This is an optimization exercise on Yosys and OpenROAD, whose aim is small area, not a production implementation. Where RTL was checked, it was by simulation tests only, not by an equivalence proof against the original.

==> run E: inputs <==
// write_guard_top
module write_guard_top (
  input  logic        clk_i,
  input  logic        rst_n_i,
  input  logic        aw_valid_i,
  input  logic [3:0]  aw_id_i,
  input  logic [7:0]  aw_len_i,
  input  logic        w_valid_i,
  input  logic        w_last_i,
  input  logic        b_ready_i,
  input  logic        aw_ready_i,
  input  logic        w_ready_i,
  input  logic        b_valid_i,
  input  logic [3:0]  b_id_i,
  input  logic [11:0] budget_aw_i,
  input  logic [11:0] budget_w_unit_i,
  input  logic [11:0] budget_b_i,
  input  logic        reset_clear_i,
  output logic        reset_req_o,
  output logic        irq_o,
  output logic [4:0]  outstanding_o,
  output logic        overflow_o,
  output logic [3:0]  last_id_o,
  output logic [1:0]  last_phase_o,
  output logic [7:0]  timeout_cnt_o
);
Settings: LEC_CHECK=0, ABC_AREA=1, CAP_MARGIN=0, CORE_MARGIN=2, CORE_UTILIZATION=40, SLEW_MARGIN=0; clock period 13.0 ns.
standard.sh (not shown) runs the stock make flow with config.mk's settings and CLKGATE_MAP_FILE= SYNTH_SCRIPT=/design/flow/synth_recipe.tcl, a recipe that flattens the netlist after the stock synthesis.
==> flow/flow/run.sh <==
#!/bin/bash
# Standard synthesis, then the combinational logic re-mapped with ABC area scripts (the
# registers of the standard synthesis are kept, same names and cells; the smallest result
# that keeps them all is used), then the standard layout from floorplan to finish.
set -euo pipefail
HERE=$(pwd)
R=$HERE/orfs/results/$FLOW_PLATFORM/write_guard_top/base
LIB=$FLOW_HOME/platforms/$FLOW_PLATFORM/lib/sky130_fd_sc_hd__tt_025C_1v80.lib

bash standard.sh synth > synth.log 2>&1
cp $R/1_2_yosys.v $HERE/std_netlist.v

regs() { grep -oE "sky130_fd_sc_hd__[a-z0-9]*df[a-z0-9]*_[0-9]+ +[^ ]+" "$1" | sed -E 's/_[0-9]+ +/ /' | sort; }
regs std_netlist.v > regs_std.log

DONTUSE=$(cat flow/dont_use.txt)
for s in a1 a2 a3; do
  sed -e "s#@LIB@#$LIB#g" -e "s#@IN@#$HERE/std_netlist.v#" -e "s#@TOP@#$FLOW_TOP#g" \
      -e "s#@KEEP@#$HERE/flow/keepff.v#" -e "s#@DONTUSE@#$DONTUSE#" \
      -e "s#@SCRIPT@#$HERE/flow/$s.abc#" -e "s#@OUT@#$HERE/remap_$s.v#" \
      flow/remap.ys.in > remap_$s.ys
  (yosys -q -l remap_$s.log remap_$s.ys > /dev/null 2>&1 || rm -f remap_$s.v) &
done
wait

best=""; best_area=""
for s in a1 a2 a3; do
  [[ -f remap_$s.v ]] || continue
  a=$(grep "Chip area" remap_$s.log | tail -1 | awk '{print $NF}')
  [[ -n "$a" ]] || continue
  regs remap_$s.v > regs_$s.log
  cmp -s regs_std.log regs_$s.log || continue
  if [[ -z "$best" ]] || awk -v x="$a" -v y="$best_area" 'BEGIN{exit !(x<y)}'; then
    best=$s; best_area=$a
  fi
done
std_area=$(grep "Chip area" orfs/reports/$FLOW_PLATFORM/write_guard_top/base/synth_stat.txt | awk '{print $NF}')
echo "standard: $std_area remapped: ${best:-none} ${best_area:-}" > remap_choice.log
if [[ -n "$best" ]] && awk -v x="$best_area" -v y="$std_area" 'BEGIN{exit !(x<y)}'; then
  cp remap_$best.v $R/1_2_yosys.v
fi

bash standard.sh finish \
  "CTS_ARGS=-sink_clustering_enable -repair_clock_nets -dont_use_dummy_load -sink_clustering_size 30 -sink_clustering_max_diameter 50 -buf_list {sky130_fd_sc_hd__clkbuf_16}" \
  "BUFFER_PORTS_ARGS=-buffer_cell sky130_fd_sc_hd__buf_1" \
  RECOVER_POWER=100 > finish.log 2>&1
Other scripts of this flow, unchanged in this note and not shown: flow/flow/a1.abc, flow/flow/a2.abc, flow/flow/a3.abc, flow/flow/dont_use.txt, flow/flow/keepff.v, flow/flow/remap.ys.in
==> run F (differences from run E) <==
--- a/flow/design.v
+++ b/flow/design.v
@@ -7,30 +7,26 @@
   } phase_e;
 endpackage
 `timescale 1ns/1ps
 module wr_event_decode (
   input  logic       clk_i,
   input  logic       rst_n_i,
   input  logic       aw_valid_i,
   input  logic       aw_ready_i,
-  input  logic [3:0] aw_id_i,
-  input  logic [7:0] aw_len_i,
   input  logic       w_valid_i,
   input  logic       w_ready_i,
   input  logic       w_last_i,
   input  logic       b_valid_i,
   input  logic       b_ready_i,
   input  logic [3:0] b_id_i,
   output logic       aw_start_o,
   output logic       aw_done_o,
   output logic       w_last_o,
   output logic       b_done_o,
-  output logic [3:0] aw_id_o,
-  output logic [7:0] aw_len_o,
   output logic [3:0] b_id_o
 );
   logic aw_pending_q;
   always_ff @(posedge clk_i) begin
     if (!rst_n_i) begin
       aw_pending_q <= 1'b0;
       aw_start_o   <= 1'b0;
       aw_done_o    <= 1'b0;
@@ -40,18 +36,16 @@
       aw_pending_q <= aw_valid_i && !aw_ready_i;
       aw_start_o   <= aw_valid_i && !aw_pending_q;
       aw_done_o    <= aw_valid_i && aw_ready_i;
       w_last_o     <= w_valid_i && w_ready_i && w_last_i;
       b_done_o     <= b_valid_i && b_ready_i;
     end
   end
   always_ff @(posedge clk_i) begin
-    aw_id_o  <= aw_id_i;
-    aw_len_o <= aw_len_i;
     b_id_o   <= b_id_i;
   end
 endmodule
 `timescale 1ns/1ps
 module wr_txn_tracker (
   input  logic        clk_i,
   input  logic        rst_n_i,
   input  logic        aw_start_i,
@@ -84,17 +78,17 @@
   logic [NE-1:0][7:0]  sub_q;
   logic [NE-1:0][11:0] lfsr_q;
   logic [NE-1:0]       sat_q;
   logic [NE-1:0][3:0]  ticket_q;
   logic [3:0]         tail_q, aw_head_q, w_head_q;
   logic [4:0]         outstanding_q;
   logic               overflow_q;
   logic [NE-1:0] is_free, is_aw, is_w, b_match;
-  logic [NE-1:0] take, b_free, aw_pop, w_pop;
+  logic [NE-1:0] take, b_free, aw_pop, w_pop, free_next, load;
   logic         any_free, any_aw, any_w, b_found;
   logic [3:0]   free_idx;
   logic [NE-1:0] aw_old, w_old;
   logic         do_take, do_aw_pop, do_w_pop, do_b_free;
   always_comb begin
     for (int i = 0; i < NE; i++) begin
       is_free[i] = (phase_q[i] == PH_FREE);
       is_aw[i]   = (phase_q[i] == PH_AW);
@@ -127,16 +121,25 @@
     for (int i = 0; i < NE; i++) begin
       take[i]   = do_take && (free_idx == 4'(i));
       aw_old[i] = any_aw ? (is_aw[i] && ticket_q[i] == aw_head_q) : take[i];
       w_old[i]  = any_w  ? (is_w[i]  && ticket_q[i] == w_head_q)  : aw_old[i];
       aw_pop[i] = do_aw_pop && aw_old[i];
       w_pop[i]  = do_w_pop  && w_old[i];
     end
   end
+  always_comb begin
+    for (int i = 0; i < NE; i++) begin
+      free_next[i] = !rst_n_i || flush_i || (is_free[i] && !take[i]) || b_free[i];
+    end
+    load = '0;
+    for (int i = NE - 1; i >= 0; i--) begin
+      if (free_next[i]) load = NE'(1) << i;
+    end
+  end
   logic [NE-1:0] over;
   logic [3:0]   to_id_d;
   logic [1:0]   to_phase_d;
   always_comb begin
     for (int i = 0; i < NE; i++) begin
       logic [11:0] nb;
       logic        c;
       nb = ~(({12{is_aw[i]}} & budget_aw_i) | ({12{is_w[i]}} & budget_w_unit_i) |
@@ -170,19 +173,21 @@
         phase_q[g] <= PH_W;
       end else if (take[g]) begin
         phase_q[g] <= PH_AW;
       end else if (b_free[g]) begin
         phase_q[g] <= PH_FREE;
       end
     end
     always_ff @(posedge clk_i) begin
+      if (load[g]) begin
+        id_q[g]  <= aw_id_i;
+        len_q[g] <= aw_len_i;
+      end
       if (take[g]) begin
-        id_q[g]     <= aw_id_i;
-        len_q[g]    <= aw_len_i;
         ticket_q[g] <= tail_q;
       end
     end
     always_ff @(posedge clk_i) begin
       if (restart) begin
         cnt_q[g]  <= '0;
         sub_q[g]  <= '0;
         lfsr_q[g] <= '0;
@@ -278,52 +283,47 @@
   output logic        irq_o,
   output logic [4:0]  outstanding_o,
   output logic        overflow_o,
   output logic [3:0]  last_id_o,
   output logic [1:0]  last_phase_o,
   output logic [7:0]  timeout_cnt_o
 );
   logic       aw_start, aw_done, w_last, b_done;
-  logic [3:0] aw_id, b_id;
-  logic [7:0] aw_len;
+  logic [3:0] b_id;
   logic       to_valid;
   logic [3:0] to_id;
   logic [1:0] to_phase;
   logic       flush;
   wr_event_decode u_decode (
     .clk_i      (clk_i),
     .rst_n_i    (rst_n_i),
     .aw_valid_i (aw_valid_i),
     .aw_ready_i (aw_ready_i),
-    .aw_id_i    (aw_id_i),
-    .aw_len_i   (aw_len_i),
     .w_valid_i  (w_valid_i),
     .w_ready_i  (w_ready_i),
     .w_last_i   (w_last_i),
     .b_valid_i  (b_valid_i),
     .b_ready_i  (b_ready_i),
     .b_id_i     (b_id_i),
     .aw_start_o (aw_start),
     .aw_done_o  (aw_done),
     .w_last_o   (w_last),
     .b_done_o   (b_done),
-    .aw_id_o    (aw_id),
-    .aw_len_o   (aw_len),
     .b_id_o     (b_id)
   );
   wr_txn_tracker u_tracker (
     .clk_i           (clk_i),
     .rst_n_i         (rst_n_i),
     .aw_start_i      (aw_start),
     .aw_done_i       (aw_done),
     .w_last_i        (w_last),
     .b_done_i        (b_done),
-    .aw_id_i         (aw_id),
-    .aw_len_i        (aw_len),
+    .aw_id_i         (aw_id_i),
+    .aw_len_i        (aw_len_i),
     .b_id_i          (b_id),
     .budget_aw_i     (budget_aw_i),
     .budget_w_unit_i (budget_w_unit_i),
     .budget_b_i      (budget_b_i),
     .flush_i         (flush),
     .to_valid_o      (to_valid),
     .to_id_o         (to_id),
     .to_phase_o      (to_phase),
--- a/flow/flow/run.sh
+++ b/flow/flow/run.sh
@@ -36,11 +36,10 @@
 done
 std_area=$(grep "Chip area" orfs/reports/$FLOW_PLATFORM/write_guard_top/base/synth_stat.txt | awk '{print $NF}')
 echo "standard: $std_area remapped: ${best:-none} ${best_area:-}" > remap_choice.log
 if [[ -n "$best" ]] && awk -v x="$best_area" -v y="$std_area" 'BEGIN{exit !(x<y)}'; then
   cp remap_$best.v $R/1_2_yosys.v
 fi
 
 bash standard.sh finish \
-  "CTS_ARGS=-sink_clustering_enable -repair_clock_nets -dont_use_dummy_load -sink_clustering_size 30 -sink_clustering_max_diameter 50 -buf_list {sky130_fd_sc_hd__clkbuf_16}" \
-  "BUFFER_PORTS_ARGS=-buffer_cell sky130_fd_sc_hd__buf_1" \
-  RECOVER_POWER=100 > finish.log 2>&1
+  "CTS_ARGS=-sink_clustering_enable -repair_clock_nets -dont_use_dummy_load -sink_clustering_size 20 -sink_clustering_max_diameter 100 -buf_list {sky130_fd_sc_hd__clkbuf_16}" \
+  "BUFFER_PORTS_ARGS=-buffer_cell sky130_fd_sc_hd__buf_2" > finish.log 2>&1
==> flow/config.mk (replaced) <==
export PLATFORM = sky130hd
export DESIGN_NAME = write_guard_top
export DESIGN_NICKNAME = write_guard_top
export VERILOG_FILES = /design/flow/design.v
export SDC_FILE = /design/flow/constraint.sdc
export NUM_CORES = 4
export LEC_CHECK = 0
export ABC_AREA = 1
export CAP_MARGIN = 20
export CORE_MARGIN = 2
export CORE_UTILIZATION = 40
export SLEW_MARGIN = 20
==> run H (differences from run E) <==
--- a/flow/design.v
+++ b/flow/design.v
@@ -7,30 +7,26 @@
   } phase_e;
 endpackage
 `timescale 1ns/1ps
 module wr_event_decode (
   input  logic       clk_i,
   input  logic       rst_n_i,
   input  logic       aw_valid_i,
   input  logic       aw_ready_i,
-  input  logic [3:0] aw_id_i,
-  input  logic [7:0] aw_len_i,
   input  logic       w_valid_i,
   input  logic       w_ready_i,
   input  logic       w_last_i,
   input  logic       b_valid_i,
   input  logic       b_ready_i,
   input  logic [3:0] b_id_i,
   output logic       aw_start_o,
   output logic       aw_done_o,
   output logic       w_last_o,
   output logic       b_done_o,
-  output logic [3:0] aw_id_o,
-  output logic [7:0] aw_len_o,
   output logic [3:0] b_id_o
 );
   logic aw_pending_q;
   always_ff @(posedge clk_i) begin
     if (!rst_n_i) begin
       aw_pending_q <= 1'b0;
       aw_start_o   <= 1'b0;
       aw_done_o    <= 1'b0;
@@ -40,18 +36,16 @@
       aw_pending_q <= aw_valid_i && !aw_ready_i;
       aw_start_o   <= aw_valid_i && !aw_pending_q;
       aw_done_o    <= aw_valid_i && aw_ready_i;
       w_last_o     <= w_valid_i && w_ready_i && w_last_i;
       b_done_o     <= b_valid_i && b_ready_i;
     end
   end
   always_ff @(posedge clk_i) begin
-    aw_id_o  <= aw_id_i;
-    aw_len_o <= aw_len_i;
     b_id_o   <= b_id_i;
   end
 endmodule
 `timescale 1ns/1ps
 module wr_txn_tracker (
   input  logic        clk_i,
   input  logic        rst_n_i,
   input  logic        aw_start_i,
@@ -84,17 +78,17 @@
   logic [NE-1:0][7:0]  sub_q;
   logic [NE-1:0][11:0] lfsr_q;
   logic [NE-1:0]       sat_q;
   logic [NE-1:0][3:0]  ticket_q;
   logic [3:0]         tail_q, aw_head_q, w_head_q;
   logic [4:0]         outstanding_q;
   logic               overflow_q;
   logic [NE-1:0] is_free, is_aw, is_w, b_match;
-  logic [NE-1:0] take, b_free, aw_pop, w_pop;
+  logic [NE-1:0] take, b_free, aw_pop, w_pop, free_next, load;
   logic         any_free, any_aw, any_w, b_found;
   logic [3:0]   free_idx;
   logic [NE-1:0] aw_old, w_old;
   logic         do_take, do_aw_pop, do_w_pop, do_b_free;
   always_comb begin
     for (int i = 0; i < NE; i++) begin
       is_free[i] = (phase_q[i] == PH_FREE);
       is_aw[i]   = (phase_q[i] == PH_AW);
@@ -127,16 +121,25 @@
     for (int i = 0; i < NE; i++) begin
       take[i]   = do_take && (free_idx == 4'(i));
       aw_old[i] = any_aw ? (is_aw[i] && ticket_q[i] == aw_head_q) : take[i];
       w_old[i]  = any_w  ? (is_w[i]  && ticket_q[i] == w_head_q)  : aw_old[i];
       aw_pop[i] = do_aw_pop && aw_old[i];
       w_pop[i]  = do_w_pop  && w_old[i];
     end
   end
+  always_comb begin
+    for (int i = 0; i < NE; i++) begin
+      free_next[i] = !rst_n_i || flush_i || (is_free[i] && !take[i]) || b_free[i];
+    end
+    load = '0;
+    for (int i = NE - 1; i >= 0; i--) begin
+      if (free_next[i]) load = NE'(1) << i;
+    end
+  end
   logic [NE-1:0] over;
   logic [3:0]   to_id_d;
   logic [1:0]   to_phase_d;
   always_comb begin
     for (int i = 0; i < NE; i++) begin
       logic [11:0] nb;
       logic        c;
       nb = ~(({12{is_aw[i]}} & budget_aw_i) | ({12{is_w[i]}} & budget_w_unit_i) |
@@ -170,19 +173,21 @@
         phase_q[g] <= PH_W;
       end else if (take[g]) begin
         phase_q[g] <= PH_AW;
       end else if (b_free[g]) begin
         phase_q[g] <= PH_FREE;
       end
     end
     always_ff @(posedge clk_i) begin
+      if (load[g]) begin
+        id_q[g]  <= aw_id_i;
+        len_q[g] <= aw_len_i;
+      end
       if (take[g]) begin
-        id_q[g]     <= aw_id_i;
-        len_q[g]    <= aw_len_i;
         ticket_q[g] <= tail_q;
       end
     end
     always_ff @(posedge clk_i) begin
       if (restart) begin
         cnt_q[g]  <= '0;
         sub_q[g]  <= '0;
         lfsr_q[g] <= '0;
@@ -278,52 +283,47 @@
   output logic        irq_o,
   output logic [4:0]  outstanding_o,
   output logic        overflow_o,
   output logic [3:0]  last_id_o,
   output logic [1:0]  last_phase_o,
   output logic [7:0]  timeout_cnt_o
 );
   logic       aw_start, aw_done, w_last, b_done;
-  logic [3:0] aw_id, b_id;
-  logic [7:0] aw_len;
+  logic [3:0] b_id;
   logic       to_valid;
   logic [3:0] to_id;
   logic [1:0] to_phase;
   logic       flush;
   wr_event_decode u_decode (
     .clk_i      (clk_i),
     .rst_n_i    (rst_n_i),
     .aw_valid_i (aw_valid_i),
     .aw_ready_i (aw_ready_i),
-    .aw_id_i    (aw_id_i),
-    .aw_len_i   (aw_len_i),
     .w_valid_i  (w_valid_i),
     .w_ready_i  (w_ready_i),
     .w_last_i   (w_last_i),
     .b_valid_i  (b_valid_i),
     .b_ready_i  (b_ready_i),
     .b_id_i     (b_id_i),
     .aw_start_o (aw_start),
     .aw_done_o  (aw_done),
     .w_last_o   (w_last),
     .b_done_o   (b_done),
-    .aw_id_o    (aw_id),
-    .aw_len_o   (aw_len),
     .b_id_o     (b_id)
   );
   wr_txn_tracker u_tracker (
     .clk_i           (clk_i),
     .rst_n_i         (rst_n_i),
     .aw_start_i      (aw_start),
     .aw_done_i       (aw_done),
     .w_last_i        (w_last),
     .b_done_i        (b_done),
-    .aw_id_i         (aw_id),
-    .aw_len_i        (aw_len),
+    .aw_id_i         (aw_id_i),
+    .aw_len_i        (aw_len_i),
     .b_id_i          (b_id),
     .budget_aw_i     (budget_aw_i),
     .budget_w_unit_i (budget_w_unit_i),
     .budget_b_i      (budget_b_i),
     .flush_i         (flush),
     .to_valid_o      (to_valid),
     .to_id_o         (to_id),
     .to_phase_o      (to_phase),
--- a/flow/flow/run.sh
+++ b/flow/flow/run.sh
@@ -9,38 +9,37 @@
 
 bash standard.sh synth > synth.log 2>&1
 cp $R/1_2_yosys.v $HERE/std_netlist.v
 
 regs() { grep -oE "sky130_fd_sc_hd__[a-z0-9]*df[a-z0-9]*_[0-9]+ +[^ ]+" "$1" | sed -E 's/_[0-9]+ +/ /' | sort; }
 regs std_netlist.v > regs_std.log
 
 DONTUSE=$(cat flow/dont_use.txt)
-for s in a1 a2 a3; do
+for s in a1 a2 a3 a4; do
   sed -e "s#@LIB@#$LIB#g" -e "s#@IN@#$HERE/std_netlist.v#" -e "s#@TOP@#$FLOW_TOP#g" \
       -e "s#@KEEP@#$HERE/flow/keepff.v#" -e "s#@DONTUSE@#$DONTUSE#" \
       -e "s#@SCRIPT@#$HERE/flow/$s.abc#" -e "s#@OUT@#$HERE/remap_$s.v#" \
       flow/remap.ys.in > remap_$s.ys
   (yosys -q -l remap_$s.log remap_$s.ys > /dev/null 2>&1 || rm -f remap_$s.v) &
 done
 wait
 
 best=""; best_area=""
-for s in a1 a2 a3; do
+for s in a1 a2 a3 a4; do
   [[ -f remap_$s.v ]] || continue
   a=$(grep "Chip area" remap_$s.log | tail -1 | awk '{print $NF}')
   [[ -n "$a" ]] || continue
   regs remap_$s.v > regs_$s.log
   cmp -s regs_std.log regs_$s.log || continue
   if [[ -z "$best" ]] || awk -v x="$a" -v y="$best_area" 'BEGIN{exit !(x<y)}'; then
     best=$s; best_area=$a
   fi
 done
 std_area=$(grep "Chip area" orfs/reports/$FLOW_PLATFORM/write_guard_top/base/synth_stat.txt | awk '{print $NF}')
 echo "standard: $std_area remapped: ${best:-none} ${best_area:-}" > remap_choice.log
 if [[ -n "$best" ]] && awk -v x="$best_area" -v y="$std_area" 'BEGIN{exit !(x<y)}'; then
   cp remap_$best.v $R/1_2_yosys.v
 fi
 
 bash standard.sh finish \
-  "CTS_ARGS=-sink_clustering_enable -repair_clock_nets -dont_use_dummy_load -sink_clustering_size 30 -sink_clustering_max_diameter 50 -buf_list {sky130_fd_sc_hd__clkbuf_16}" \
-  "BUFFER_PORTS_ARGS=-buffer_cell sky130_fd_sc_hd__buf_1" \
-  RECOVER_POWER=100 > finish.log 2>&1
+  "CTS_ARGS=-sink_clustering_enable -repair_clock_nets -dont_use_dummy_load -sink_clustering_size 14 -sink_clustering_max_diameter 90 -buf_list {sky130_fd_sc_hd__clkbuf_8}" \
+  "BUFFER_PORTS_ARGS=-buffer_cell sky130_fd_sc_hd__buf_1" > finish.log 2>&1
==> flow/flow/a4.abc (new file) <==
&get -n
&st
&deepsyn -T 90
&dc2
&synch2
&nf -a -R 1000
&put
==> flow/config.mk (replaced) <==
export PLATFORM = sky130hd
export DESIGN_NAME = write_guard_top
export DESIGN_NICKNAME = write_guard_top
export VERILOG_FILES = /design/flow/design.v
export SDC_FILE = /design/flow/constraint.sdc
export NUM_CORES = 4
export LEC_CHECK = 0
export ABC_AREA = 1
export CAP_MARGIN = 20
export CORE_MARGIN = 2
export CORE_UTILIZATION = 40
export GPL_TIMING_DRIVEN = 0
export SLEW_MARGIN = 20
==> qor summary <==
| metric | run H | run E | run F |
|---|---|---|---|
| Result of the run | complete, no violations | finished with violations | complete, no violations |
| Layout check failures | - | max-capacitance violations, max-slew violations | - |
| Worst-case hold slack | 397.4 ps | 378.8 ps | 399.6 ps |
| Fraction of standard cell area in multi-input logic | 42.38% | 39.84% | 41.65% |
| Count of sequential standard cells | 865 | 877 | 865 |
| Fillers | 9029 | 9052 | 9113 |
| Worst Setup EP | u_guard.u_tracker.to_id_o[2] | u_guard.u_tracker.to_id_o[2] | u_guard.u_tracker.to_phase_o[1] |
| Pin count of the biggest net entering global routing | 50 | 43 | 53 |
| Met1 track demand over resource | 30.97% | 31.49% | 33.14% |
| Clock network area share | 2.463% | 5.664% | 3.002% |
| Endpoint required time on the critical path | 13550 ps | 13540 ps | 13460 ps |
| Placement Setup Slack | 4124 ps | 4435 ps | 5474 ps |
| Number of H-tree branching levels | 3 | 3 | 2 |
| Clock buffer count in the final layout | 73 | 97 | 50 |
| Mean instance size in the synthesized netlist | 9.878 um^2 | 9.800 um^2 | 9.691 um^2 |
| Tightest slew margin relative to the limit | 18.37% | -232.0% | 26.05% |
| Post-Route Skew | 79.78 ps | 104.2 ps | 33.27 ps |
| Number of nets in the synthesized netlist | 3862 | 3928 | 3964 |
| Final Critical Period | 8354 ps | 8397 ps | 6999 ps |
No functional check of the RTL was part of run E.

-- re-timing with driven ports --
How much do the figures lean on ideal ports? The routed layouts below were timed once more, with nothing changed but the port constraints.
Step 1 assumes that a clkbuf_16 drives the clock port and a buf_2 every other input.
Step 2 also shifts input and output timing later by t, the mid clock arrival at the registers, as if the neighbouring blocks saw the same clock.
a / b / c = ideal / step 1 / step 2; a / b = the first two.
run | t, ns | setup WS [ns] | hold WS [ns] | worst setup path at the end | worst slew at a driven data input, ns
run E | 0.710 | 4.603 / 4.643 / 3.934 | 0.379 / 0.379 / 0.379 | input to register | 0.11
run F | 0.678 | 6.001 / 6.039 / 5.361 | 0.400 / 0.400 / 0.400 | input to register | 0.08
run H | 0.754 | 4.646 / 4.655 / 3.901 | 0.397 / 0.397 / 0.397 | input to register | 0.07
The setup slack of run H, which loses most, moves by +0.009 ns with the drivers and by -0.745 ns with both steps.
